This is an optimization exercise on Yosys and OpenROAD, whose aim is small area and a short achievable clock period, not a production implementation. Function was checked by simulation only, so behaviour that the tests miss may differ from the original.

==> flow/run.sh <==
#!/bin/bash
# synth_recipe.tcl (not shown) runs the flow's synth.tcl, then flattens the netlist and writes it again
# the make line also repeats each setting of config.mk as NAME=value (left out here)
make -C /OpenROAD-flow-scripts/flow DESIGN_CONFIG=/design/flow/config.mk WORK_HOME=/design/flow/orfs CLKGATE_MAP_FILE= SYNTH_SCRIPT=/design/flow/synth_recipe.tcl finish
==> flow/config.mk <==
export PLATFORM = sky130hd
export DESIGN_NAME = smc_top
export DESIGN_NICKNAME = smc_top
export VERILOG_FILES = /design/flow/design.v
export SDC_FILE = /design/flow/constraint.sdc
export NUM_CORES = 4
export LEC_CHECK = 0
export CAP_MARGIN = 20
export CORE_MARGIN = 2
export CORE_UTILIZATION = 40
export SLEW_MARGIN = 20
==> flow/constraint.sdc <==
create_clock -name core_clock -period 25.0 [get_ports {i_clk}]
set_input_delay 5.0000 -clock core_clock [delete_from_list [all_inputs] [get_ports {i_clk}]]
set_output_delay 5.0000 -clock core_clock [all_outputs]
set_load 0.01 [all_outputs]
==> flow/design.v <==
`timescale 1ns/1ps
`default_nettype none
module smc_top (
    input  wire         i_clk,
    input  wire         i_reset,
    input  wire         i_in_valid,
    input  wire  [1:0]  i_mode,
    input  wire  [17:0] i_w,
    input  wire  [17:0] i_vgs,
    input  wire  [17:0] i_vds,
    output logic        o_out_valid,
    output logic [7:0]  o_out_n
);
    function automatic [9:0] radd(input [9:0] a, input [9:0] b, input ci);
        logic c;
        c = ci;
        for (int i = 0; i < 10; i++) begin
            radd[i] = a[i] ^ b[i] ^ c;
            c       = (a[i] & b[i]) | (c & (a[i] ^ b[i]));
        end
    endfunction
    function automatic [19:0] csa(input [9:0] a, input [9:0] b, input [9:0] c);
        logic [9:0] s, k;
        s = a ^ b ^ c;
        k = (a & b) | (c & (a ^ b));
        csa = {k[8:0], 1'b0, s};
    endfunction
    function automatic ge(input [6:0] a, input [6:0] b);
        logic g;
        g = 1'b1;
        for (int i = 0; i < 7; i++) g = b[i] ? (a[i] & g) : (a[i] | g);
        ge = g;
    endfunction
    function automatic [7:0] div3(input [7:0] x);
        logic [1:0] r;
        r = 2'd0;
        for (int i = 7; i >= 0; i--) begin
            div3[i] = (r == 2'd2) | (r == 2'd1 & x[i]);
            r = (r == 2'd0) ? {1'b0, x[i]} : (r == 2'd1) ? (x[i] ? 2'd0 : 2'd2) : (x[i] ? 2'd2 : 2'd1);
        end
    endfunction
    logic [6:0] b [6];
    for (genvar d = 0; d < 6; d++) begin : g_dev
        wire [2:0] w   = i_w[3*d +: 3];
        wire [2:0] vgs = i_vgs[3*d +: 3];
        wire [2:0] vds = i_vds[3*d +: 3];
        logic [3:0] q;
        logic [1:0] s;
        logic [2:0] t;
        always_comb begin
            case ({i_mode[0], vgs, vds})
                7'd  0: begin q = 4'd0; s = 2'd0; end
                7'd  1: begin q = 4'd0; s = 2'd0; end
                7'd  2: begin q = 4'd0; s = 2'd0; end
                7'd  3: begin q = 4'd0; s = 2'd0; end
                7'd  4: begin q = 4'd0; s = 2'd0; end
                7'd  5: begin q = 4'd0; s = 2'd0; end
                7'd  6: begin q = 4'd0; s = 2'd0; end
                7'd  7: begin q = 4'd0; s = 2'd0; end
                7'd  8: begin q = 4'd0; s = 2'd0; end
                7'd  9: begin q = 4'd0; s = 2'd0; end
                7'd 10: begin q = 4'd0; s = 2'd0; end
                7'd 11: begin q = 4'd0; s = 2'd0; end
                7'd 12: begin q = 4'd0; s = 2'd0; end
                7'd 13: begin q = 4'd0; s = 2'd0; end
                7'd 14: begin q = 4'd0; s = 2'd0; end
                7'd 15: begin q = 4'd0; s = 2'd0; end
                7'd 16: begin q = 4'd0; s = 2'd0; end
                7'd 17: begin q = 4'd0; s = 2'd2; end
                7'd 18: begin q = 4'd0; s = 2'd2; end
                7'd 19: begin q = 4'd0; s = 2'd2; end
                7'd 20: begin q = 4'd0; s = 2'd2; end
                7'd 21: begin q = 4'd0; s = 2'd2; end
                7'd 22: begin q = 4'd0; s = 2'd2; end
                7'd 23: begin q = 4'd0; s = 2'd2; end
                7'd 24: begin q = 4'd0; s = 2'd0; end
                7'd 25: begin q = 4'd0; s = 2'd2; end
                7'd 26: begin q = 4'd1; s = 2'd1; end
                7'd 27: begin q = 4'd1; s = 2'd1; end
                7'd 28: begin q = 4'd1; s = 2'd1; end
                7'd 29: begin q = 4'd1; s = 2'd1; end
                7'd 30: begin q = 4'd1; s = 2'd1; end
                7'd 31: begin q = 4'd1; s = 2'd1; end
                7'd 32: begin q = 4'd0; s = 2'd0; end
                7'd 33: begin q = 4'd0; s = 2'd2; end
                7'd 34: begin q = 4'd1; s = 2'd1; end
                7'd 35: begin q = 4'd2; s = 2'd0; end
                7'd 36: begin q = 4'd2; s = 2'd0; end
                7'd 37: begin q = 4'd2; s = 2'd0; end
                7'd 38: begin q = 4'd2; s = 2'd0; end
                7'd 39: begin q = 4'd2; s = 2'd0; end
                7'd 40: begin q = 4'd0; s = 2'd0; end
                7'd 41: begin q = 4'd0; s = 2'd2; end
                7'd 42: begin q = 4'd1; s = 2'd1; end
                7'd 43: begin q = 4'd2; s = 2'd0; end
                7'd 44: begin q = 4'd2; s = 2'd2; end
                7'd 45: begin q = 4'd2; s = 2'd2; end
                7'd 46: begin q = 4'd2; s = 2'd2; end
                7'd 47: begin q = 4'd2; s = 2'd2; end
                7'd 48: begin q = 4'd0; s = 2'd0; end
                7'd 49: begin q = 4'd0; s = 2'd2; end
                7'd 50: begin q = 4'd1; s = 2'd1; end
                7'd 51: begin q = 4'd2; s = 2'd0; end
                7'd 52: begin q = 4'd2; s = 2'd2; end
                7'd 53: begin q = 4'd3; s = 2'd1; end
                7'd 54: begin q = 4'd3; s = 2'd1; end
                7'd 55: begin q = 4'd3; s = 2'd1; end
                7'd 56: begin q = 4'd0; s = 2'd0; end
                7'd 57: begin q = 4'd0; s = 2'd2; end
                7'd 58: begin q = 4'd1; s = 2'd1; end
                7'd 59: begin q = 4'd2; s = 2'd0; end
                7'd 60: begin q = 4'd2; s = 2'd2; end
                7'd 61: begin q = 4'd3; s = 2'd1; end
                7'd 62: begin q = 4'd4; s = 2'd0; end
                7'd 63: begin q = 4'd4; s = 2'd0; end
                7'd 64: begin q = 4'd0; s = 2'd0; end
                7'd 65: begin q = 4'd0; s = 2'd0; end
                7'd 66: begin q = 4'd0; s = 2'd0; end
                7'd 67: begin q = 4'd0; s = 2'd0; end
                7'd 68: begin q = 4'd0; s = 2'd0; end
                7'd 69: begin q = 4'd0; s = 2'd0; end
                7'd 70: begin q = 4'd0; s = 2'd0; end
                7'd 71: begin q = 4'd0; s = 2'd0; end
                7'd 72: begin q = 4'd0; s = 2'd0; end
                7'd 73: begin q = 4'd0; s = 2'd0; end
                7'd 74: begin q = 4'd0; s = 2'd0; end
                7'd 75: begin q = 4'd0; s = 2'd0; end
                7'd 76: begin q = 4'd0; s = 2'd0; end
                7'd 77: begin q = 4'd0; s = 2'd0; end
                7'd 78: begin q = 4'd0; s = 2'd0; end
                7'd 79: begin q = 4'd0; s = 2'd0; end
                7'd 80: begin q = 4'd0; s = 2'd0; end
                7'd 81: begin q = 4'd0; s = 2'd1; end
                7'd 82: begin q = 4'd0; s = 2'd1; end
                7'd 83: begin q = 4'd0; s = 2'd1; end
                7'd 84: begin q = 4'd0; s = 2'd1; end
                7'd 85: begin q = 4'd0; s = 2'd1; end
                7'd 86: begin q = 4'd0; s = 2'd1; end
                7'd 87: begin q = 4'd0; s = 2'd1; end
                7'd 88: begin q = 4'd0; s = 2'd0; end
                7'd 89: begin q = 4'd1; s = 2'd0; end
                7'd 90: begin q = 4'd1; s = 2'd1; end
                7'd 91: begin q = 4'd1; s = 2'd1; end
                7'd 92: begin q = 4'd1; s = 2'd1; end
                7'd 93: begin q = 4'd1; s = 2'd1; end
                7'd 94: begin q = 4'd1; s = 2'd1; end
                7'd 95: begin q = 4'd1; s = 2'd1; end
                7'd 96: begin q = 4'd0; s = 2'd0; end
                7'd 97: begin q = 4'd1; s = 2'd2; end
                7'd 98: begin q = 4'd2; s = 2'd2; end
                7'd 99: begin q = 4'd3; s = 2'd0; end
                7'd100: begin q = 4'd3; s = 2'd0; end
                7'd101: begin q = 4'd3; s = 2'd0; end
                7'd102: begin q = 4'd3; s = 2'd0; end
                7'd103: begin q = 4'd3; s = 2'd0; end
                7'd104: begin q = 4'd0; s = 2'd0; end
                7'd105: begin q = 4'd2; s = 2'd1; end
                7'd106: begin q = 4'd4; s = 2'd0; end
                7'd107: begin q = 4'd5; s = 2'd0; end
                7'd108: begin q = 4'd5; s = 2'd1; end
                7'd109: begin q = 4'd5; s = 2'd1; end
                7'd110: begin q = 4'd5; s = 2'd1; end
                7'd111: begin q = 4'd5; s = 2'd1; end
                7'd112: begin q = 4'd0; s = 2'd0; end
                7'd113: begin q = 4'd3; s = 2'd0; end
                7'd114: begin q = 4'd5; s = 2'd1; end
                7'd115: begin q = 4'd7; s = 2'd0; end
                7'd116: begin q = 4'd8; s = 2'd0; end
                7'd117: begin q = 4'd8; s = 2'd1; end
                7'd118: begin q = 4'd8; s = 2'd1; end
                7'd119: begin q = 4'd8; s = 2'd1; end
                7'd120: begin q = 4'd0; s = 2'd0; end
                7'd121: begin q = 4'd3; s = 2'd2; end
                7'd122: begin q = 4'd6; s = 2'd2; end
                7'd123: begin q = 4'd9; s = 2'd0; end
                7'd124: begin q = 4'd10; s = 2'd2; end
                7'd125: begin q = 4'd11; s = 2'd2; end
                7'd126: begin q = 4'd12; s = 2'd0; end
                7'd127: begin q = 4'd12; s = 2'd0; end
                default: begin q = 4'd0; s = 2'd0; end
            endcase
        end
        always_comb begin
            case ({s, w})
                5'd 0: t = 3'd0;
                5'd 1: t = 3'd0;
                5'd 2: t = 3'd0;
                5'd 3: t = 3'd0;
                5'd 4: t = 3'd0;
                5'd 5: t = 3'd0;
                5'd 6: t = 3'd0;
                5'd 7: t = 3'd0;
                5'd 8: t = 3'd0;
                5'd 9: t = 3'd0;
                5'd10: t = 3'd0;
                5'd11: t = 3'd1;
                5'd12: t = 3'd1;
                5'd13: t = 3'd1;
                5'd14: t = 3'd2;
                5'd15: t = 3'd2;
                5'd16: t = 3'd0;
                5'd17: t = 3'd0;
                5'd18: t = 3'd1;
                5'd19: t = 3'd2;
                5'd20: t = 3'd2;
                5'd21: t = 3'd3;
                5'd22: t = 3'd4;
                5'd23: t = 3'd4;
                default: t = 3'd0;
            endcase
        end
        wire [9:0] p0 = {6'b0, q & {4{w[0]}}};
        wire [9:0] p1 = {5'b0, q & {4{w[1]}}, 1'b0};
        wire [9:0] p2 = {4'b0, q & {4{w[2]}}, 2'b0};
        wire [9:0] p3 = {7'b0, t};
        wire [19:0] c1 = csa(p0, p1, p2);
        wire [19:0] c2 = csa(c1[9:0], c1[19:10], p3);
        wire [9:0]  bs = radd(c2[9:0], c2[19:10], 1'b0);
        assign b[d] = bs[6:0];
    end
    logic ahead [6][6];
    always_comb begin
        for (int i = 0; i < 6; i++) begin
            ahead[i][i] = 1'b0;
            for (int j = i + 1; j < 6; j++) begin
                ahead[i][j] = ge(b[i], b[j]) ^ ~i_mode[1];
                ahead[j][i] = ~ahead[i][j];
            end
        end
    end
    logic [5:0] sel, is0, is2;
    for (genvar d = 0; d < 6; d++) begin : g_rank
        logic any1, atl2, atl3;
        always_comb begin
            any1 = 1'b0; atl2 = 1'b0; atl3 = 1'b0;
            for (int j = 0; j < 6; j++) begin
                for (int k = j + 1; k < 6; k++) begin
                    atl2 = atl2 | (ahead[j][d] & ahead[k][d]);
                    for (int l = k + 1; l < 6; l++)
                        atl3 = atl3 | (ahead[j][d] & ahead[k][d] & ahead[l][d]);
                end
                any1 = any1 | ahead[j][d];
            end
        end
        assign sel[d] = ~atl3;
        assign is0[d] = ~any1;
        assign is2[d] = atl2 & ~atl3;
    end
    logic [9:0] kb [6];
    logic [6:0] p, q2;
    always_comb begin
        p = '0; q2 = '0;
        for (int d = 0; d < 6; d++) begin
            kb[d] = sel[d] ? {3'b0, b[d]} : 10'd0;
            p  = p  | (is0[d] ? b[d] : 7'd0);
            q2 = q2 | (is2[d] ? b[d] : 7'd0);
        end
    end
    wire [19:0] s1 = csa(kb[0], kb[1], kb[2]);
    wire [19:0] s2 = csa(kb[3], kb[4], kb[5]);
    wire [19:0] s3 = csa(s1[9:0], s1[19:10], s2[9:0]);
    wire [19:0] s4 = csa(s3[9:0], s3[19:10], s2[19:10]);
    wire [9:0]  sum = radd(s4[9:0], s4[19:10], 1'b0);
    wire [6:0]  hi = i_mode[1] ? p : q2;
    wire [6:0]  lo = i_mode[1] ? q2 : p;
    wire [19:0] s5 = csa({sum[7:0], 2'b00}, {3'b0, lo}, ~{3'b0, hi});
    wire [9:0]  t4 = radd(s5[9:0], s5[19:10], 1'b1);
    wire [7:0]  x  = i_mode[0] ? t4[9:2] : sum[7:0];
    always_ff @(posedge i_clk) begin
        o_out_valid <= i_in_valid & ~i_reset;
        o_out_n     <= div3(x);
    end
endmodule
`default_nettype wire
==> flow_results.org <==
** Outcome
- The run finished with no timing, DRC or antenna violations.

** Min path
- The worst hold path belongs to the class input port to flip-flop.
- In this run the most critical hold path is launched from i_reset.

** Timing
- Final setup TNS :: 0 ps
- Based on the critical path, the design can be clocked at up to about 47 MHz.
- Final critical-path share of the clock period :: 85.2%
- Setup repair after global routing missed its margin :: false
- Finish-stage setup viols :: 0
- Hold Violations, Final :: 0
- The number of pins exceeding their max-slew limit in the final report is 0.
- Smallest hold slack :: 5310 ps
- Measured against its own limit, the worst slew margin works out to 22.9%.
- Pin slew with the least headroom to its limit :: 1150 ps
- Time the worst path needs with I/O delays and setup :: 21300 ps
- Once routing completed, OpenROAD measured the worst setup slack at around 3700 ps.

** Drt
- After detailed routing, the average wire length per cell comes to 17.3 um.
- Post-detailed-route DRC marker count :: 0
- Final Routed Wirelength :: 32.8 mm
- The detail route stage leaves a number of antenna-violating nets equal to 0.
- Overall via count from detail_route :: 11500
- Before antenna repair, the detailed router went through 8 iterations.
- Iter 0 DRT Violations :: between 1000 and 1500
- Vias per cell :: 6.04

** Placed design
- Summed over all nets, the half-perimeter wirelength after detailed placement is between 20 and 30 mm.
- Number of I/O port buffers :: 66
- Worst setup timing slack at the placement stage :: 3610 ps
- Routability congestion estimate :: between 0.9 and 1

** Yosys
- Proportion of register bits with asynchronous set or reset after synthesis :: 0%
- The largest total area in the synthesized netlist belongs to sky130_fd_sc_hd__fa_1.
- The netlist uses 94 different library cells.
- Synthesis handed over a netlist of 1573 instances.
- The Yosys step of the flow raised 4 warnings.
- The synthesized netlist devotes 28.2% of its cell area to adder and majority cells.
- Synth Area in Compound Gates :: 28.5%
- Combined area of all synthesized cells :: about 11000 um2
- Of the post-synthesis cell area, the dominant cell type holds 15.7%.
- Portion of netlist area occupied by mux cells :: between 2 and 3%
- Of the total synthesized cell area, the portion taken by AND, OR, NAND and NOR gates is between 20% and 30%.
- Sequential cells were found to cover 1.48% of the synthesized design area.
- Combinational family with the most area after synthesis :: compound AO/OA/AOI/OAI gates
- The number of nets handed over by synthesis was 1808.
- Parity-gate share of the synthesized area counting xor and xnor cells :: 2.58%
- Average cell area after synthesis :: 6.89 um2
- Yosys mapped a number of flops with a built-in enable equal to 0.
- The synthesized design contains 8 register bits.
- Ranking of synthesized cells by area :: sky130_fd_sc_hd__fa_1, sky130_fd_sc_hd__ha_1, sky130_fd_sc_hd__nand2_1, sky130_fd_sc_hd__inv_1, sky130_fd_sc_hd__o21ai_0
- For this run, the leading register cell type out of synthesis is sky130_fd_sc_hd__dfxtp_1.

** CTS
- Post-CTS clock slew at the launch and capture registers of the worst setup and hold paths :: 40 ps
- Post_cts resized :: 0
- Clock tree root buffer cell :: sky130_fd_sc_hd__clkbuf_16
- The clock net in this run drives a total of 8 sinks.
- The number of hold buffers added after CTS was 0.
- In this run the deepest clock path goes through 2 buffers.
- TritonCTS built the clock tree.
- Total setup buffers inserted after CTS :: 0
- Number of clock buffers inserted by TritonCTS :: 3
- CTS H-tree depth :: 1

** Critical path
- Maximum fanout count along the critical path :: 22
- Largest delay contributor family on the critical path :: adder cells
- Cell at the slowest stage of the critical path :: sky130_fd_sc_hd__fa_1
- Classification of the worst setup path :: input port to flip-flop
- Worst setup path startpoint :: i_vgs[12]
- CP Data Required Time :: 25160 ps
- The critical path contains buffers and inverters numbering 6 combined.
- Slowest Stage Delay on Critical Path :: around 980 ps
- Kind of end point of the critical path :: flip-flop
- The worst setup path is launched from an input port.
- For the worst setup path, the data arrival time is 21460 ps.
- Top cell by count, worst path :: sky130_fd_sc_hd__fa_1

** Die
- Die Y :: between 150 and 200 um
- The region available for standard cell placement spans 26800 um2.
- Die extent in x :: 169 um
- Row generation in the floorplan step produced 60 rows.
- Starting density of the core :: 40.5%
- between 60 and 70 I/O pins were placed.
- The die covers 28400 um2.

** Finish
- The repair_antennas step left the layout with diodes totalling 0.
- Area added between synthesis and finish :: 7.60%
- Most common cell after layout, fill and taps aside :: sky130_fd_sc_hd__nand2_1
- In the final layout, the share of cells above drive strength 1 is under 10%.
- After the last flow step, the layout net total stands at 1791.
- The top cell types in the final layout, fill and taps aside, are sky130_fd_sc_hd__nand2_1, sky130_fd_sc_hd__inv_1, sky130_fd_sc_hd__o21ai_0.
- Utilization after layout :: 43.5%

** Job
- The tool flagged a number of max-cap violations equal to 0.

** GRT
- Initial antenna violation count :: 0
- In the global route stage, overall resource usage came out at between 20% and 30%.
- Remaining global-route overflow :: 0
- The first global-routing pass estimated about 53 mm of wire.
- Maximum number of pins on one net before global-route repair :: 40
- The number of global-route vias before repair is 10500.
path summary, 6_finish.rpt:
check	to	slack, ps	cells after the start
max	o_out_n[0]	3700	64
min	o_out_valid	5310	2
registers in the layout (all words and copies together) (netlist names):
signal	cells
o_out_n	7
o_out_valid	1
cell usage after synthesis (12+ instances only):
cell type,number
sky130_fd_sc_hd__o31ai_1,18
sky130_fd_sc_hd__buf_2,29
sky130_fd_sc_hd__mux2i_1,24
sky130_fd_sc_hd__a211oi_1,14
sky130_fd_sc_hd__o211ai_1,22
sky130_fd_sc_hd__clkbuf_1,63
sky130_fd_sc_hd__a22oi_1,14
sky130_fd_sc_hd__o22ai_1,18
sky130_fd_sc_hd__nor2_1,96
sky130_fd_sc_hd__a21oi_1,59
sky130_fd_sc_hd__nor3_1,34
sky130_fd_sc_hd__fa_1,85
sky130_fd_sc_hd__maj3_1,17
sky130_fd_sc_hd__a222oi_1,12
sky130_fd_sc_hd__a31oi_1,21
sky130_fd_sc_hd__and2_1,35
sky130_fd_sc_hd__inv_1,168
sky130_fd_sc_hd__ha_1,91
sky130_fd_sc_hd__nand4_1,15
sky130_fd_sc_hd__or2_2,17
sky130_fd_sc_hd__o311ai_0,14
sky130_fd_sc_hd__nand3_1,43
sky130_fd_sc_hd__o21ai_0,105
sky130_fd_sc_hd__nor2b_1,30
sky130_fd_sc_hd__xnor2_1,18
sky130_fd_sc_hd__nand2b_1,43
sky130_fd_sc_hd__nand2_1,234
per-stage QoR:
stage	std cells	cell area, um2
floorplan	1573	10800
global placement	1891	11600
detailed placement	1892	11600
CTS	1895	11700
global route	1895	11700
finish	1895	11700
final cells by class:
cell class	count	area, um2
repair buffers	77	736
fillers	2763	15100
well taps	341	427
inverters	170	638
flip-flops and latches	8	160
clock buffers	3	75.1
multi-input cells	1296	9630
per-layer routing:
layer / track usage (%) / vias to the layer above / routed length, um / part of all wire [%]
li1: - / 5529 / - / -
met1: 29.5 / 5318 / 14300 / 44
met2: 36.8 / 510 / 14700 / 45
met3: 2.83 / 97 / 2530 / 7.7
met4: 8.06 / 0 / 1220 / 3.7
met5: 0 / - / 0 / 0
logic make-up (layout without fill, tap and decap cells):
logic type | after synthesis | in the layout
simple gates | 600 | 600
compound gates | 438 | 438
buf+inv | 269 | 250
fa+ha+maj | 197 | 197
mux | 31 | 31
xor+xnor | 29 | 29
flops | 8 | 8
other cells | 1 | 1

==> separate check: timing with driven ports <==
The flow's constraints put no driver on any port. The routed layout listed below was extracted and timed again, unchanged, in two steps.
Step 1 (the two cells are an assumption about what drives the block):
set clk [get_ports {i_clk}]
set_driving_cell -lib_cell sky130_fd_sc_hd__clkbuf_16 $clk
set_driving_cell -lib_cell sky130_fd_sc_hd__buf_2 [delete_from_list [all_inputs] $clk]
Step 2 also shifts input and output timing later by t, the mid clock arrival at the registers, as if the neighbouring blocks saw the same clock.
a / b / c = ideal / step 1 / step 2; a / b = the first two.
t, ns: 0.261
setup WS [ns]: 3.704 / 3.709 / 3.449
clock arrival spread, ns: 0.003 / 0.003
cell pins on the clock port's net: 1
After both steps this run still meets setup and hold. The setup slack of this run moves by +0.005 ns with the drivers and by -0.255 ns with both steps.
